Source: an optimization exercise on an open RTL-to-GDS flow (aim: small area and few clock cycles per item). Production flows keep margins and buffers that such runs may drop.
Function was checked by simulation only, so behaviour that the tests miss may differ from the original.
Power and IR drop assume default switching activity.

== sierra ==
Design sine_cosine_generator, start of the top module:
module sine_cosine_generator #(
  parameter int TABLE_BITS = 10,
  parameter int PHASE_BITS = 32
) (
  input  logic                                   clk,
  input  logic                                   rst,
  input  logic                                   item_valid,
  output logic                                   item_ready,
  input  logic                                   restart,
  output logic                                   result_valid,
  input  logic                                   result_ready,
  output logic signed [scg_pkg::SAMPLE_BITS-1:0] sine_value,
  output logic signed [scg_pkg::SAMPLE_BITS-1:0] cosine_value,
  output logic [scg_pkg::LENGTH_BITS-1:0]        sample_index,
  output logic                                   block_end,
  output logic                                   bad_frequency,
  input  logic                                   cfg_valid,
  output logic                                   cfg_ready,
  input  logic [scg_pkg::CFG_INDEX_BITS-1:0]     cfg_index,
  input  logic [scg_pkg::WORD_BITS-1:0]          cfg_data
);
  scg_pkg::cfg_t cfg;
  logic          take;
  logic          hold;
  logic          s1_valid;
  logic          s2_load;
  logic [scg_pkg::LENGTH_BITS-1:0] s1_index;
  logic          s1_last;
  logic [11:0]   phase;
  logic [14:0]   fwd_mag;
  logic [14:0]   rev_mag;
  logic [14:0]   s1_fwd;
  logic [14:0]   s1_rev;
  logic [1:0]    s1_quad;
  logic [14:0]   sin_mag;
  logic [14:0]   cos_mag;
  logic          sin_neg;
  logic          cos_neg;
  logic [8:0]    amp_one;
  logic [8:0]    amp_two;
  logic [8:0]    amp_neg;
  logic [19:0]   sin_out;
  logic [19:0]   cos_out;
  assign cfg_ready = 1'b1;
  always_ff @(posedge clk) begin
    if (rst) begin
      cfg.frequency_word <= '0;
      cfg.phase_offset   <= '0;
      cfg.amplitude      <= scg_pkg::AMP_RESET;
      cfg.block_length   <= scg_pkg::LENGTH_RESET;
      cfg.complex_mode   <= 1'b0;
    end else if (cfg_valid && cfg_ready) begin
      case (cfg_index)
        scg_pkg::REG_FREQUENCY:    cfg.frequency_word <= cfg_data;
        scg_pkg::REG_PHASE_OFFSET: cfg.phase_offset   <= cfg_data;
        scg_pkg::REG_AMPLITUDE:    cfg.amplitude      <= cfg_data[scg_pkg::AMP_BITS-1:0];
  ...
For scale: ~3,900 cells after synthesis, about 260 flip-flops, about 110 I/O pins, ~0.030 mm^2 of cells after synthesis.
export LEC_CHECK = 0
export CAP_MARGIN = 20
export CORE_MARGIN = 2
export CORE_UTILIZATION = 40
export CTS_BUF_LIST = sky130_fd_sc_hd__clkbuf_8 sky130_fd_sc_hd__clkbuf_16
export CTS_CLUSTER_DIAMETER = 80
export CTS_CLUSTER_SIZE = 20
export PLACE_DENSITY = 0.6
export SLEW_MARGIN = 20
export SYNTH_MEMORY_MAX_BITS = 65536
create_clock -name core_clock -period 7.0 [get_ports {clk}]
standard.sh (not shown) runs the stock make flow with config.mk's settings and CLKGATE_MAP_FILE= SYNTH_SCRIPT=/design/flow/synth_recipe.tcl, a recipe that flattens the netlist after the stock synthesis.
==> flow/flow/run.sh <==
#!/bin/bash
# Own flow: the standard layout, with two changes to the synthesis's
# technology mapping: the final ABC run uses flow/abc.script, and only full
# adders (not half adders) are extracted as adder cells. Everything before
# the mapping is the standard synthesis, so the registers (names and cell
# types) are the standard synthesis's; this is checked against a standard
# synthesis run, and the standard netlist is used if they differ. The ports
# are buffered with the smallest buffer cell.
set -euo pipefail
work=$PWD
res=$work/orfs/results/${FLOW_PLATFORM}/sine_cosine_generator/base

# Standard synthesis, kept apart for the register check.
bash standard.sh WORK_HOME=$work/orfs_std synth > synth_standard.log 2>&1
std=$work/orfs_std/results/${FLOW_PLATFORM}/sine_cosine_generator/base/1_2_yosys.v

# The same synthesis with the changed mapping.
rm -rf $work/abc_scripts
cp -r "$FLOW_HOME/scripts" $work/abc_scripts
cp flow/abc.script $work/abc_scripts/abc_speed.script
cp flow/abc.script $work/abc_scripts/abc_area.script
sed -i 's/^\(\s*\)extract_fa {\*}\[dont_use_extract_fa_args\]/\1extract_fa -fa {*}[dont_use_extract_fa_args]/' $work/abc_scripts/synth.tcl
grep -n "extract_fa" $work/abc_scripts/synth.tcl > synth_changes.log || true
bash standard.sh SCRIPTS_DIR=$work/abc_scripts synth > synth_custom.log 2>&1

flops() {
  grep -oE '^\s*sky130_fd_sc_hd__[a-z0-9_]+\s+\S+' "$1" | awk '{print $1, $2}' \
    | grep -E '__(dfxtp|edfxtp|dfrtp|dfstp|dfbbp|dfrbp|dfsbp|dfxbp|edfrtp|sdf|dlx|dlr|sdlc|dfrtn|edfrbp)' | sort
}
flops "$std" > flops_standard.txt
flops "$res/1_2_yosys.v" > flops_custom.txt
if ! cmp -s flops_standard.txt flops_custom.txt; then
  echo "register mismatch: using the standard synthesis" | tee register_check.log
  rm -rf $work/orfs
  bash standard.sh synth > synth_fallback.log 2>&1
else
  echo "registers match ($(wc -l < flops_custom.txt))" | tee register_check.log
fi

bash standard.sh "BUFFER_PORTS_ARGS=-buffer_cell sky130_fd_sc_hd__buf_1" finish > finish.log 2>&1
==> flow/flow/abc.script <==
strash
&get -n
&fraig -x
&put
scorr
dc2
strash
&get -n
&dch -f
&nf
&put
In summary, sierra completed successfully, with a layout that passed the timing, design-rule and antenna checks.
Testbench counts of sierra, summed over its fixed seeds: cycles 12,996, items 12,800.
Input changes introduced in violet (baseline for comparison: sierra):
- a change of CORE_UTILIZATION from 40 to 45
- a change of PLACE_DENSITY from 0.6 to 0.65
-- flow/flow/run.sh --
<<< sierra, line 40
bash standard.sh "BUFFER_PORTS_ARGS=-buffer_cell sky130_fd_sc_hd__buf_1" finish > finish.log 2>&1
>>> violet, line 40
bash standard.sh "BUFFER_PORTS_ARGS=-buffer_cell sky130_fd_sc_hd__buf_1" RECOVER_POWER=100 finish > finish.log 2>&1
Results
- Of sierra and violet, the higher final worst slack belongs to sierra.
- [violet] flow finished | final checks: failed | reasons: capacitance limit, slew limit
- Going from sierra to violet, the final cell utilization of the core was found to have gone up by 5.0 points.
- When the final numbers for sierra and violet were put side by side, the relative slew slack turned out to be smaller in violet.
- In violet relative to sierra, number of cells on the critical path had gone down by a little under 10%.
- Summary of violet over sierra: clock network power dropped about 6%; part of the total power dissipated in combinational logic climbed 0.5 points; power barely changed.
- Diff sierra..violet | final routed wirelength across all metal layers | negligible
- A timing startpoint of the critical path of s1_quad[0] is what violet shows, while u_front.use_offset belongs to sierra.
#### Input delta (onyx over violet)
-- flow/flow/run.sh --
<<< violet, line 40
bash standard.sh "BUFFER_PORTS_ARGS=-buffer_cell sky130_fd_sc_hd__buf_1" RECOVER_POWER=100 finish > finish.log 2>&1
>>> onyx, line 40
bash standard.sh "BUFFER_PORTS_ARGS=-buffer_cell sky130_fd_sc_hd__buf_1" finish > finish.log 2>&1
Notes after the runs:
Out of violet and onyx, the only run to close with the timing, design-rule and antenna checks passing was onyx.
violet: all stages done; final checks FAILED (capacitance limit, slew limit).
Share of cell area taken by flip-flops and latches across violet and onyx: no real change.
Proportion of total power due to net switching: onyx vs violet — no meaningful difference
On met2 wirelength from detailed routing, onyx tracks violet almost exactly.
Summary of onyx over violet: achievable clock frequency saw little to no change, initial standard-cell utilization of the core comparable.
| final period demand of the worst path | onyx vs violet | ≈ equal |
As far as final design instance area without fill is concerned, violet and onyx perform about the same.
Compared onyx against violet; core utilization within noise.
Between onyx and violet, it is onyx whose share of power burned in combinational logic is higher, by 0.2 points.
As far as instance count after placement with tap cells included goes, onyx and violet are indistinguishable; the numbers are identical.

== build 49 ==
Starting RTL as in the previous note.
clock: 7.0 ns
lec_check: 0
cap_margin: 20
core_margin: 2
core_utilization: 40
cts_buf_list: sky130_fd_sc_hd__clkbuf_4 sky130_fd_sc_hd__clkbuf_8
cts_cluster_diameter: 100
cts_cluster_size: 16
place_density: 0.6
slew_margin: 20
synth_memory_max_bits: 65536
==> flow/flow/run.sh <==
#!/bin/bash
# Own flow: the standard layout, with two changes to the synthesis's
# technology mapping: the final ABC run uses flow/abc.script, and only full
# adders (not half adders) are extracted as adder cells. Everything before
# the mapping is the standard synthesis, so the registers (names and cell
# types) are the standard synthesis's; this is checked against a standard
# synthesis run, and the standard netlist is used if they differ. The ports
# are buffered with the smallest buffer cell.
set -euo pipefail
work=$PWD
res=$work/orfs/results/${FLOW_PLATFORM}/sine_cosine_generator/base

# Standard synthesis, kept apart for the register check.
bash standard.sh WORK_HOME=$work/orfs_std synth > synth_standard.log 2>&1
std=$work/orfs_std/results/${FLOW_PLATFORM}/sine_cosine_generator/base/1_2_yosys.v

# The same synthesis with the changed mapping.
rm -rf $work/abc_scripts
cp -r "$FLOW_HOME/scripts" $work/abc_scripts
cp flow/abc.script $work/abc_scripts/abc_speed.script
cp flow/abc.script $work/abc_scripts/abc_area.script
sed -i 's/^\(\s*\)extract_fa {\*}\[dont_use_extract_fa_args\]/\1extract_fa -fa {*}[dont_use_extract_fa_args]/' $work/abc_scripts/synth.tcl
grep -n "extract_fa" $work/abc_scripts/synth.tcl > synth_changes.log || true
bash standard.sh SCRIPTS_DIR=$work/abc_scripts synth > synth_custom.log 2>&1

flops() {
  grep -oE '^\s*sky130_fd_sc_hd__[a-z0-9_]+\s+\S+' "$1" | awk '{print $1, $2}' \
    | grep -E '__(dfxtp|edfxtp|dfrtp|dfstp|dfbbp|dfrbp|dfsbp|dfxbp|edfrtp|sdf|dlx|dlr|sdlc|dfrtn|edfrbp)' | sort
}
flops "$std" > flops_standard.txt
flops "$res/1_2_yosys.v" > flops_custom.txt
if ! cmp -s flops_standard.txt flops_custom.txt; then
  echo "register mismatch: using the standard synthesis" | tee register_check.log
  rm -rf $work/orfs
  bash standard.sh synth > synth_fallback.log 2>&1
else
  echo "registers match ($(wc -l < flops_custom.txt))" | tee register_check.log
fi

bash standard.sh "BUFFER_PORTS_ARGS=-buffer_cell sky130_fd_sc_hd__buf_1" finish > finish.log 2>&1
Scripts as last shown in full above: flow/flow/abc.script
Build 49 | status: complete | timing, DRC, antenna: pass
Testbench counts of build 49, summed over its fixed seeds: cycles 12,996, items 12,800.
#### Input delta (build 87 over build 49)
- CTS_CLUSTER_SIZE: 16 -> 24
- PLACE_DENSITY: 0.6 -> 0.65
- CTS_CLUSTER_DIAMETER: 100 -> 70
- CORE_UTILIZATION: 40 -> 45
- CTS_BUF_LIST: sky130_fd_sc_hd__clkbuf_4 sky130_fd_sc_hd__clkbuf_8 -> sky130_fd_sc_hd__clkbuf_8 sky130_fd_sc_hd__clkbuf_16
Results
Build 87 | stages: all done | timing, DRC, antenna: all pass. On fraction of standard cell area that is sequential, build 87 and build 49 are basically level. Build 49 ended up with s1_fwd[14] as its destination of the critical timing path; build 87 ended up with s1_rev[14]. Build 49 has a higher initial antenna violation count than build 87. In terms of proportion of cell area occupied by multi-input gates, build 87 and build 49 differ only marginally. Build 49 has lower utilization than build 87. Final area: build 49 vs build 87, no meaningful difference. Compared with build 49, build 87 shows initial cell density of the core higher by 4.7 points. | post-layout worst setup margin | build 87 vs build 49 | 110 ps lower |. Internal power component was higher in build 87 than in build 49.
What build 9 does differently from build 87 at the input level:
- CTS_CLUSTER_SIZE removed (was 24)
- PLACE_DENSITY changed from 0.65 to 0.6
- CTS_BUF_LIST changed from sky130_fd_sc_hd__clkbuf_8 sky130_fd_sc_hd__clkbuf_16 to sky130_fd_sc_hd__clkbuf_4 sky130_fd_sc_hd__clkbuf_8
- CTS_CLUSTER_DIAMETER removed (was 70)
- CORE_UTILIZATION changed from 45 to 40
[summary]
No stage failed in build 9, and the final checks on the layout all came back clean.
Build 9 vs build 87, required time of the critical path went up by 90 ps.
Non-clock buffer total of the final layout in build 9 is about 1.8% above build 87.
On total stage count of the critical path, the lower figure sits with build 9, not build 87.
Relative to build 87, final worst-path cycle share has gone down in build 9.
Taking build 87 as the reference, in build 9 routed wire length on met2 up 1.9%; standard-cell row count saw an increase.
Input-level comparison between build 44 and build 9:
- a change of PLACE_DENSITY from 0.6 to 0.65
- an added CTS_CLUSTER_DIAMETER of 80
- an added CTS_CLUSTER_SIZE of 20
- a change of CORE_UTILIZATION from 40 to 45
- a change of CTS_BUF_LIST from sky130_fd_sc_hd__clkbuf_4 sky130_fd_sc_hd__clkbuf_8 to sky130_fd_sc_hd__clkbuf_8 sky130_fd_sc_hd__clkbuf_16
diff --git a/flow/flow/run.sh b/flow/flow/run.sh
--- a/flow/flow/run.sh
+++ b/flow/flow/run.sh
@@ -39,2 +39,2 @@
 
-bash standard.sh "BUFFER_PORTS_ARGS=-buffer_cell sky130_fd_sc_hd__buf_1" finish > finish.log 2>&1
+bash standard.sh "BUFFER_PORTS_ARGS=-buffer_cell sky130_fd_sc_hd__buf_1" RECOVER_POWER=50 finish > finish.log 2>&1
Findings:
Finished, but not clean: build 44, with capacitance limit, slew limit. Of build 9 and build 44, build 9 shows the lower met1 global-route usage, with build 44 above it. Transition time of the tightest slew-check pin in build 44 vs build 9: up 1640 ps. Of build 9 and build 44, the run reporting the higher cell area was build 9. The portion of total power attributed to combinational logic in build 44 was higher than what build 9 gave. Re count of buffers added by post-CTS timing repair for setup: no difference whatsoever between build 9 and build 44.
Input changes introduced in build 47 (baseline for comparison: build 44):
- removing CTS_CLUSTER_SIZE (formerly 20)
- changing PLACE_DENSITY from 0.65 to 0.6
- removing CTS_BUF_LIST (formerly sky130_fd_sc_hd__clkbuf_8 sky130_fd_sc_hd__clkbuf_16)
- changing CORE_UTILIZATION from 45 to 40
- removing CTS_CLUSTER_DIAMETER (formerly 80)
diff --git a/flow/flow/run.sh b/flow/flow/run.sh
--- a/flow/flow/run.sh
+++ b/flow/flow/run.sh
@@ -1,9 +1,7 @@
 #!/bin/bash
-# Own flow: the standard layout, with two changes to the synthesis's
-# technology mapping: the final ABC run uses flow/abc.script, and only full
-# adders (not half adders) are extracted as adder cells. Everything before
-# the mapping is the standard synthesis, so the registers (names and cell
+# Own flow: the standard layout, with the synthesis's final technology
+# mapping run by a different ABC script (flow/abc.script). Everything before
+# that mapping is the standard synthesis, so the registers (names and cell
 # types) are the standard synthesis's; this is checked against a standard
-# synthesis run, and the standard netlist is used if they differ. The ports
-# are buffered with the smallest buffer cell.
+# synthesis run, and the standard netlist is used if they differ.
 set -euo pipefail
@@ -16,3 +14,3 @@
 
-# The same synthesis with the changed mapping.
+# The same synthesis with another ABC script.
 rm -rf $work/abc_scripts
@@ -21,4 +19,2 @@
 cp flow/abc.script $work/abc_scripts/abc_area.script
-sed -i 's/^\(\s*\)extract_fa {\*}\[dont_use_extract_fa_args\]/\1extract_fa -fa {*}[dont_use_extract_fa_args]/' $work/abc_scripts/synth.tcl
-grep -n "extract_fa" $work/abc_scripts/synth.tcl > synth_changes.log || true
 bash standard.sh SCRIPTS_DIR=$work/abc_scripts synth > synth_custom.log 2>&1
@@ -39,2 +35,2 @@
 
-bash standard.sh "BUFFER_PORTS_ARGS=-buffer_cell sky130_fd_sc_hd__buf_1" RECOVER_POWER=50 finish > finish.log 2>&1
+bash standard.sh finish > finish.log 2>&1
--- outcome ---
- Compared to build 44, build 47 has depth of the worst register-to-register path 38% higher.
- STATUS design area: build 47 loses against build 44
- HPWL after detailed placement: build 47 better than build 44
- From build 44 to build 47 the numbers moved as follows: arithmetic-cell share of the synthesized area counting full adders, half adders and majority gates climbed 9.6 points; total placed cells including tap cells +about 2.7%.
- Going from build 44 to build 47, mean routed wirelength per cell fell by 6.7%; area fraction in compound gates after synthesis moved down; routed wire length shrank by 4900 µm.
- Mean post-synth cell area (lower): build 44
- Build 47 completed; timing, DRC and antenna clean
- Setup slack in build 47 is smaller than in build 44.

ember:
Another version of the RTL of sine_cosine_generator (not shown whole).
For scale: ~3900 cells after synthesis, about 240 flip-flops, roughly 110 I/O pins, ~30000 sq um of cells after synthesis.
Settings: LEC_CHECK=0, CAP_MARGIN=20, CORE_MARGIN=2, CORE_UTILIZATION=45, CTS_BUF_LIST=sky130_fd_sc_hd__clkbuf_4 sky130_fd_sc_hd__clkbuf_8, CTS_CLUSTER_DIAMETER=60, CTS_CLUSTER_SIZE=16, PLACE_DENSITY=0.65, SLEW_MARGIN=20, SYNTH_MEMORY_MAX_BITS=65536; clock period 7.0 ns.
==> flow/flow/run.sh <==
#!/bin/bash
# Own flow: the standard layout, with two changes to the synthesis's
# technology mapping: the final ABC run uses flow/abc.script, and only full
# adders (not half adders) are extracted as adder cells. Everything before
# the mapping is the standard synthesis, so the registers (names and cell
# types) are the standard synthesis's; this is checked against a standard
# synthesis run, and the standard netlist is used if they differ. The ports
# are buffered with the smallest buffer cell.
set -euo pipefail
work=$PWD
res=$work/orfs/results/${FLOW_PLATFORM}/sine_cosine_generator/base

# Standard synthesis, kept apart for the register check.
bash standard.sh WORK_HOME=$work/orfs_std synth > synth_standard.log 2>&1
std=$work/orfs_std/results/${FLOW_PLATFORM}/sine_cosine_generator/base/1_2_yosys.v

# The same synthesis with the changed mapping.
rm -rf $work/abc_scripts
cp -r "$FLOW_HOME/scripts" $work/abc_scripts
cp flow/abc.script $work/abc_scripts/abc_speed.script
cp flow/abc.script $work/abc_scripts/abc_area.script
sed -i 's/^\(\s*\)extract_fa {\*}\[dont_use_extract_fa_args\]/\1extract_fa -fa {*}[dont_use_extract_fa_args]/' $work/abc_scripts/synth.tcl
grep -n "extract_fa" $work/abc_scripts/synth.tcl > synth_changes.log || true
bash standard.sh SCRIPTS_DIR=$work/abc_scripts synth > synth_custom.log 2>&1

flops() {
  grep -oE '^\s*sky130_fd_sc_hd__[a-z0-9_]+\s+\S+' "$1" | awk '{print $1, $2}' \
    | grep -E '__(dfxtp|edfxtp|dfrtp|dfstp|dfbbp|dfrbp|dfsbp|dfxbp|edfrtp|sdf|dlx|dlr|sdlc|dfrtn|edfrbp)' | sort
}
flops "$std" > flops_standard.txt
flops "$res/1_2_yosys.v" > flops_custom.txt
if ! cmp -s flops_standard.txt flops_custom.txt; then
  echo "register mismatch: using the standard synthesis" | tee register_check.log
  rm -rf $work/orfs
  bash standard.sh synth > synth_fallback.log 2>&1
else
  echo "registers match ($(wc -l < flops_custom.txt))" | tee register_check.log
fi

bash standard.sh "BUFFER_PORTS_ARGS=-buffer_cell sky130_fd_sc_hd__buf_1" finish > finish.log 2>&1
Scripts as last shown in full above: flow/flow/abc.script
Testbench counts of ember, summed over its fixed seeds: cycles 12,996, items 12,800.
Input changes introduced in cedar (baseline for comparison: ember):
- a change of CTS_CLUSTER_DIAMETER from 60 to 80
- a change of CTS_BUF_LIST from sky130_fd_sc_hd__clkbuf_4 sky130_fd_sc_hd__clkbuf_8 to sky130_fd_sc_hd__clkbuf_8 sky130_fd_sc_hd__clkbuf_16
- a change of CTS_CLUSTER_SIZE from 16 to 20
==> results.txt <==
- Both conditions hold for cedar: the flow ran to the end and the final layout passed the timing, design-rule and antenna checks.
- Maximum single-stage delay on the critical path came out higher on cedar than on ember.
- Post-layout worst setup margin on cedar is down relative to ember.
- Lower final worst-path cycle share was reported by ember, not cedar.
- Min share of power burned in the clock network across ember and cedar: ember

## afterwards: timing with drivers on the ports
The flow's constraints put no driver on any port. The routed layouts listed below were extracted and timed again, unchanged, in two steps.
Step 1: set_driving_cell puts a clkbuf_16 on clk and a buf_2 on each other input, an assumption about the parent block.
Step 2 moves the port delays by t, midway between the first and last clock arrival at a register: inputs arrive t later, outputs are due t later. That takes back most of the time a late clock gives input paths.
Slacks: ideal ports / drivers / drivers and shift; pairs: ideal ports / drivers.
| run | t, ns | setup slack, ns | worst hold slack (ns) | worst setup path at the end | worst slew at a driven data input, ns |
|---|---|---|---|---|---|
| sierra | 0.631 | 0.415 / 0.415 / 0.415 | 0.454 / 0.454 / 0.454 | register to register | 0.06 |
| violet | 0.615 | 0.316 / 0.316 / 0.316 | 0.455 / 0.455 / 0.455 | register to register | 0.06 |
| onyx | 0.616 | 0.316 / 0.316 / 0.316 | 0.455 / 0.455 / 0.455 | register to register | 0.06 |
| build 49 | 0.693 | 0.330 / 0.330 / 0.330 | 0.457 / 0.457 / 0.457 | register to register | 0.05 |
| build 87 | 0.639 | 0.218 / 0.218 / 0.218 | 0.454 / 0.454 / 0.454 | register to register | 0.06 |
| build 9 | 0.714 | 0.397 / 0.397 / 0.397 | 0.451 / 0.451 / 0.451 | register to register | 0.06 |
| build 44 | 0.614 | 0.327 / 0.327 / 0.327 | 0.455 / 0.455 / 0.455 | register to register | 0.06 |
| build 47 | 0.607 | 0.279 / 0.279 / 0.279 | 0.454 / 0.454 / 0.454 | register to register | 0.07 |
| ember | 0.720 | 0.410 / 0.353 / 0.410 | 0.456 / 0.456 / 0.456 | register to register | 0.08 |
| cedar | 0.629 | 0.339 / 0.339 / 0.339 | 0.450 / 0.450 / 0.450 | register to register | 0.08 |
